This design comes from an exercise in tuning for small area and a short achievable clock period on the open sky130 flow, not from production work. Function was checked by simulation only, so behaviour that the tests miss may differ from the original. Power is estimated from default activity; no workload was simulated.

==> inputs of v22 <==
// rv_front_top
module rv_front_top #(
    parameter int                DWIDTH     = 32,
    parameter int                AWIDTH     = 32,
    parameter logic [AWIDTH-1:0] RESET_PC   = '0,
    parameter int                IMEM_DEPTH = 64
)(
    input  logic                                clk,
    input  logic                                rst_n_i,
    input  logic                                imem_we_i,
    input  logic [$clog2(IMEM_DEPTH)-1:0]       imem_waddr_i,
    input  logic [DWIDTH-1:0]                   imem_wdata_i,
    input  logic                                stall_i,
    input  logic                                redirect_i,
    input  logic [AWIDTH-1:0]                   redirect_target_i,
    input  logic                                wb_en_i,
    input  logic [rv_front_pkg::REG_ADDR_W-1:0] wb_rd_i,
    input  logic [DWIDTH-1:0]                   wb_data_i,
    output logic [AWIDTH-1:0]                   pc_o,
    output logic [DWIDTH-1:0]                   insn_o,
    output logic [6:0]                          opcode_o,
    output logic [rv_front_pkg::REG_ADDR_W-1:0] rd_o,
    output logic [rv_front_pkg::REG_ADDR_W-1:0] rs1_o,
    output logic [rv_front_pkg::REG_ADDR_W-1:0] rs2_o,
    output logic [6:0]                          funct7_o,
    output logic [2:0]                          funct3_o,
    output logic [4:0]                          shamt_o,
    output logic [DWIDTH-1:0]                   imm_o,
    output logic [DWIDTH-1:0]                   rs1_data_o,
    output logic [DWIDTH-1:0]                   rs2_data_o
);
Settings: LEC_CHECK=0, CAP_MARGIN=20, CORE_MARGIN=2, CORE_UTILIZATION=50, SETUP_SLACK_MARGIN=3.0, SLEW_MARGIN=20, BUFFER_PORTS_ARGS=-buffer_cell sky130_fd_sc_hd__buf_4; clock period 8.5 ns.
standard.sh (not shown) runs the stock make flow with config.mk's settings and CLKGATE_MAP_FILE= SYNTH_SCRIPT=/design/flow/synth_recipe.tcl, a recipe that flattens the netlist after the stock synthesis.
==> flow/flow/run.sh <==
#!/bin/bash
# Layout flow: the standard flow (standard.sh), with the port buffers
# that global placement inserts made plain buf_4 cells instead of the
# default pick, so the sizing repair can resize them. Every port still
# gets its buffer.
set -euo pipefail
cat >> config.mk <<'EOC'
export BUFFER_PORTS_ARGS = -buffer_cell sky130_fd_sc_hd__buf_4
EOC
bash standard.sh > standard_flow.log 2>&1
==> inputs of v36, as changes to v22 <==
--- a/flow/design.v
+++ b/flow/design.v
@@ -10,16 +10,93 @@
         OPCODE_LUI    = 7'b0110111,  
         OPCODE_AUIPC  = 7'b0010111   
     } opcode_e;
     localparam logic [2:0] FUNCT3_SLL     = 3'b001;
     localparam logic [2:0] FUNCT3_SRL_SRA = 3'b101;  
     localparam int REG_COUNT  = 32;                   
     localparam int REG_ADDR_W = $clog2(REG_COUNT);    
 endpackage
+module rvf_aoi222 (
+    input  logic a0, b0, a1, b1, a2, b2,
+    output logic y
+);
+    assign y = ~((a0 & b0) | (a1 & b1) | (a2 & b2));
+endmodule
+module rvf_nand4 (
+    input  logic a, b, c, d,
+    output logic y
+);
+    assign y = ~(a & b & c & d);
+endmodule
+module rvf_nor3 (
+    input  logic a, b, c,
+    output logic y
+);
+    assign y = ~(a | b | c);
+endmodule
+module rvf_nand2 (
+    input  logic a, b,
+    output logic y
+);
+    assign y = ~(a & b);
+endmodule
+module rvf_sel66 (
+    input  logic [65:0] s,
+    input  logic [65:0] d,
+    output logic        y
+);
+    logic [21:0] l1;    
+    logic [5:0]  l2;    
+    logic [1:0]  l3;    
+    logic [23:0] l1p;
+    for (genvar i = 0; i < 22; i++) begin : g_l1
+        rvf_aoi222 u (.a0(s[3*i]), .b0(d[3*i]), .a1(s[3*i+1]), .b1(d[3*i+1]),
+                      .a2(s[3*i+2]), .b2(d[3*i+2]), .y(l1[i]));
+    end
+    assign l1p = {2'b11, l1};
+    for (genvar i = 0; i < 6; i++) begin : g_l2
+        rvf_nand4 u (.a(l1p[4*i]), .b(l1p[4*i+1]), .c(l1p[4*i+2]),
+                     .d(l1p[4*i+3]), .y(l2[i]));
+    end
+    rvf_nor3  u_l3a (.a(l2[0]), .b(l2[1]), .c(l2[2]), .y(l3[0]));
+    rvf_nor3  u_l3b (.a(l2[3]), .b(l2[4]), .c(l2[5]), .y(l3[1]));
+    rvf_nand2 u_l4  (.a(l3[0]), .b(l3[1]), .y(y));
+endmodule
+module rvf_sel33n (
+    input  logic [32:0] s,
+    input  logic [32:0] d,
+    output logic        y_n
+);
+    logic [10:0] l1;
+    logic [11:0] l1p;
+    logic [2:0]  l2;
+    for (genvar i = 0; i < 11; i++) begin : g_l1
+        rvf_aoi222 u (.a0(s[3*i]), .b0(d[3*i]), .a1(s[3*i+1]), .b1(d[3*i+1]),
+                      .a2(s[3*i+2]), .b2(d[3*i+2]), .y(l1[i]));
+    end
+    assign l1p = {1'b1, l1};
+    for (genvar i = 0; i < 3; i++) begin : g_l2
+        rvf_nand4 u (.a(l1p[4*i]), .b(l1p[4*i+1]), .c(l1p[4*i+2]),
+                     .d(l1p[4*i+3]), .y(l2[i]));
+    end
+    rvf_nor3 u_l3 (.a(l2[0]), .b(l2[1]), .c(l2[2]), .y(y_n));
+endmodule
+module rvf_byp8 (
+    input  logic [4:0] wb_rd,
+    input  logic [4:0] rs,
+    input  logic       wb_act,      
+    input  logic [7:0] wb_data,
+    input  logic [7:0] rd_n,        
+    output logic [7:0] y
+);
+    logic hit;
+    assign hit = wb_act && (wb_rd == rs);
+    assign y   = hit ? wb_data : ~rd_n;
+endmodule
 module rv_front_top #(
     parameter int                DWIDTH     = 32,
     parameter int                AWIDTH     = 32,
     parameter logic [AWIDTH-1:0] RESET_PC   = '0,
     parameter int                IMEM_DEPTH = 64
 )(
     input  logic                                clk,
     input  logic                                rst_n_i,
@@ -63,34 +140,39 @@
         else                 pc_next = pc_q + AWIDTH'(4);
     end
     always_ff @(posedge clk) begin
         pc_q <= pc_next;
     end
     logic [IDX_W-1:0]      ridx;
     logic [IMEM_DEPTH-1:0] rsel;      
     logic [IMEM_DEPTH-1:0] wsel;      
-    logic [DWIDTH-1:0]     rword;
     logic [DWIDTH-1:0]     insn_next;
     logic                  fwd;
     assign ridx = pc_next[IDX_W+1:2];
     always_comb begin
         for (int i = 0; i < IMEM_DEPTH; i++) begin
             rsel[i] = (ridx == IDX_W'(i));
             wsel[i] = imem_we_i && (imem_waddr_i == IDX_W'(i));
         end
     end
-    always_comb begin
-        rword = '0;
-        for (int i = 0; i < IMEM_DEPTH; i++) begin
-            rword = rword | (mem_q[i] & {DWIDTH{rsel[i]}});
-        end
-    end
-    assign fwd       = imem_we_i && (imem_waddr_i == ridx);
-    assign insn_next = fwd ? imem_wdata_i : rword;
+    logic [IMEM_DEPTH-1:0] rsel_m;    
+    assign fwd    = imem_we_i && (imem_waddr_i == ridx);
+    assign rsel_m = rsel & ~wsel;
+    for (genvar b = 0; b < DWIDTH; b++) begin : g_rd
+        logic [IMEM_DEPTH-1:0] col;
+        for (genvar i = 0; i < IMEM_DEPTH; i++) begin : g_col
+            assign col[i] = mem_q[i][b];
+        end
+        rvf_sel66 u_sel (
+            .s ({1'b0, fwd, rsel_m}),
+            .d ({1'b0, imem_wdata_i[b], col}),
+            .y (insn_next[b])
+        );
+    end
     always_ff @(posedge clk) begin
         for (int i = 0; i < IMEM_DEPTH; i++) begin
             if (wsel[i]) mem_q[i] <= imem_wdata_i;
         end
     end
     logic [6:0]      op_n;
     logic            no_rs1_n;    
     logic            no_rs2_n;    
@@ -180,36 +262,43 @@
     end
     always_ff @(posedge clk) begin
         if (!rst_n_i) valid_q <= '0;
         else          valid_q <= valid_q | wb_sel;
     end
     logic [NREG-1:1]   valid_next;
     logic [NREG-1:1]   sel1_next, sel2_next;
     logic [NREG-1:1]   sel1_q, sel2_q;
-    logic [DWIDTH-1:0] rd1, rd2;
-    logic              wb_nz;
-    logic              byp1, byp2;
     assign valid_next = rst_n_i ? (valid_q | wb_sel) : '0;
     always_comb begin
         for (int i = 1; i < NREG; i++) begin
             sel1_next[i] = (rs1_next == RA_W'(i)) && valid_next[i];
             sel2_next[i] = (rs2_next == RA_W'(i)) && valid_next[i];
         end
     end
     always_ff @(posedge clk) begin
         sel1_q <= sel1_next;
         sel2_q <= sel2_next;
     end
-    always_comb begin
-        rd1 = '0;
-        rd2 = '0;
-        for (int i = 1; i < NREG; i++) begin
-            rd1 = rd1 | (regs_q[i] & {DWIDTH{sel1_q[i]}});
-            rd2 = rd2 | (regs_q[i] & {DWIDTH{sel2_q[i]}});
-        end
-    end
-    assign wb_nz = (wb_rd_i != '0);
-    assign byp1  = wb_en_i && wb_nz && (wb_rd_i == rs1_q);
-    assign byp2  = wb_en_i && wb_nz && (wb_rd_i == rs2_q);
-    assign rs1_data_o = byp1 ? wb_data_i : rd1;
-    assign rs2_data_o = byp2 ? wb_data_i : rd2;
-endmodule
+    logic [DWIDTH-1:0] rd1_n, rd2_n;    
+    logic              wb_act;
+    for (genvar b = 0; b < DWIDTH; b++) begin : g_rf
+        logic [NREG-1:1] col;
+        for (genvar i = 1; i < NREG; i++) begin : g_col
+            assign col[i] = regs_q[i][b];
+        end
+        rvf_sel33n u_sel1 (.s({2'b00, sel1_q}), .d({2'b00, col}), .y_n(rd1_n[b]));
+        rvf_sel33n u_sel2 (.s({2'b00, sel2_q}), .d({2'b00, col}), .y_n(rd2_n[b]));
+    end
+    assign wb_act = wb_en_i && (wb_rd_i != '0);
+    for (genvar k = 0; k < DWIDTH / 8; k++) begin : g_byp
+        rvf_byp8 u_byp1 (
+            .wb_rd (wb_rd_i), .rs (rs1_q), .wb_act (wb_act),
+            .wb_data (wb_data_i[8*k +: 8]), .rd_n (rd1_n[8*k +: 8]),
+            .y (rs1_data_o[8*k +: 8])
+        );
+        rvf_byp8 u_byp2 (
+            .wb_rd (wb_rd_i), .rs (rs2_q), .wb_act (wb_act),
+            .wb_data (wb_data_i[8*k +: 8]), .rd_n (rd2_n[8*k +: 8]),
+            .y (rs2_data_o[8*k +: 8])
+        );
+    end
+endmodule
Settings changed: SYNTH_HIERARCHICAL set to 1, SYNTH_MINIMUM_KEEP_SIZE set to 0.
==> inputs of v19, as changes to v22 <==
==> flow/run.sh (new file) <==
#!/bin/bash
# synth_recipe.tcl (not shown) runs the flow's synth.tcl, then flattens the netlist and writes it again
# the make line also repeats each setting of config.mk as NAME=value (left out here)
make -C /OpenROAD-flow-scripts/flow DESIGN_CONFIG=/design/flow/config.mk WORK_HOME=/design/flow/orfs CLKGATE_MAP_FILE= SYNTH_SCRIPT=/design/flow/synth_recipe.tcl finish
Settings changed: BUFFER_PORTS_ARGS -buffer_cell sky130_fd_sc_hd__buf_4 to not set.
removed: flow/flow/run.sh
removed: flow/standard.sh
==> run notes <==
worst-path maximum fanout=32; Pre-antenna DRT Iters=13; Reg-to-Reg Start=pc_q[4]$_DFF_P_; Power per Cell Area=237 mW/mm2; Synth area leaders=edfxtp_1, a222oi_1, dfxtp_1; Multi-input gate area=0.0263 mm2; status=no timing/DRC/antenna violations
That was v36.
==> run notes <==
#FFs+latches synth=3216; xor/xnor cell area share of the yosys netlist=0.255%; Reg-to-Reg Start=pc_q[2]$_DFF_P_; status=no timing/DRC/antenna violations; Pre-antenna DRT Iters=11; worst-path maximum fanout=37; Multi-input gate area=0.0285 mm2; Synth area leaders=edfxtp_1, a22oi_1, dfxtp_1
That was v19.
==> run notes <==
status=no timing/DRC/antenna violations; worst-path maximum fanout=20; Reg-to-Reg Start=pc_q[3]$_DFF_P_; Multi-input gate area=0.0283 mm2
That was v22.

==> static timing again, ports no longer ideal <==
The results above use ideal ports. As a check the final layouts listed here were re-extracted and re-timed, cells and wires unchanged.
Step 1 sets driving cells, clkbuf_16 on the clock port and buf_2 on the other inputs (assumed; they add their load-dependent delay and slew).
Step 2 times the ports against the registers' clock, not the clock port: input delays grow and output delays shrink by t, the midpoint of the rising clock arrivals with the driver on.
Slacks: no drivers / after step 1 / after step 2; pairs: no drivers / after step 1.
| run | t, ns | setup slack, ns | worst slew at a driven data input, ns |
|---|---|---|---|
| v22 | 1.068 | 2.901 / 2.800 / 2.004 | 0.21 |
| v36 | 1.026 | 2.995 / 2.908 / 1.939 | 0.29 |
| v19 | 1.067 | 2.934 / 2.844 / 1.944 | 0.13 |
After both steps setup and hold are still met in every run listed. For v36, which loses most, drivers alone change the setup slack by -0.087 ns; drivers and shift together by -1.056 ns.
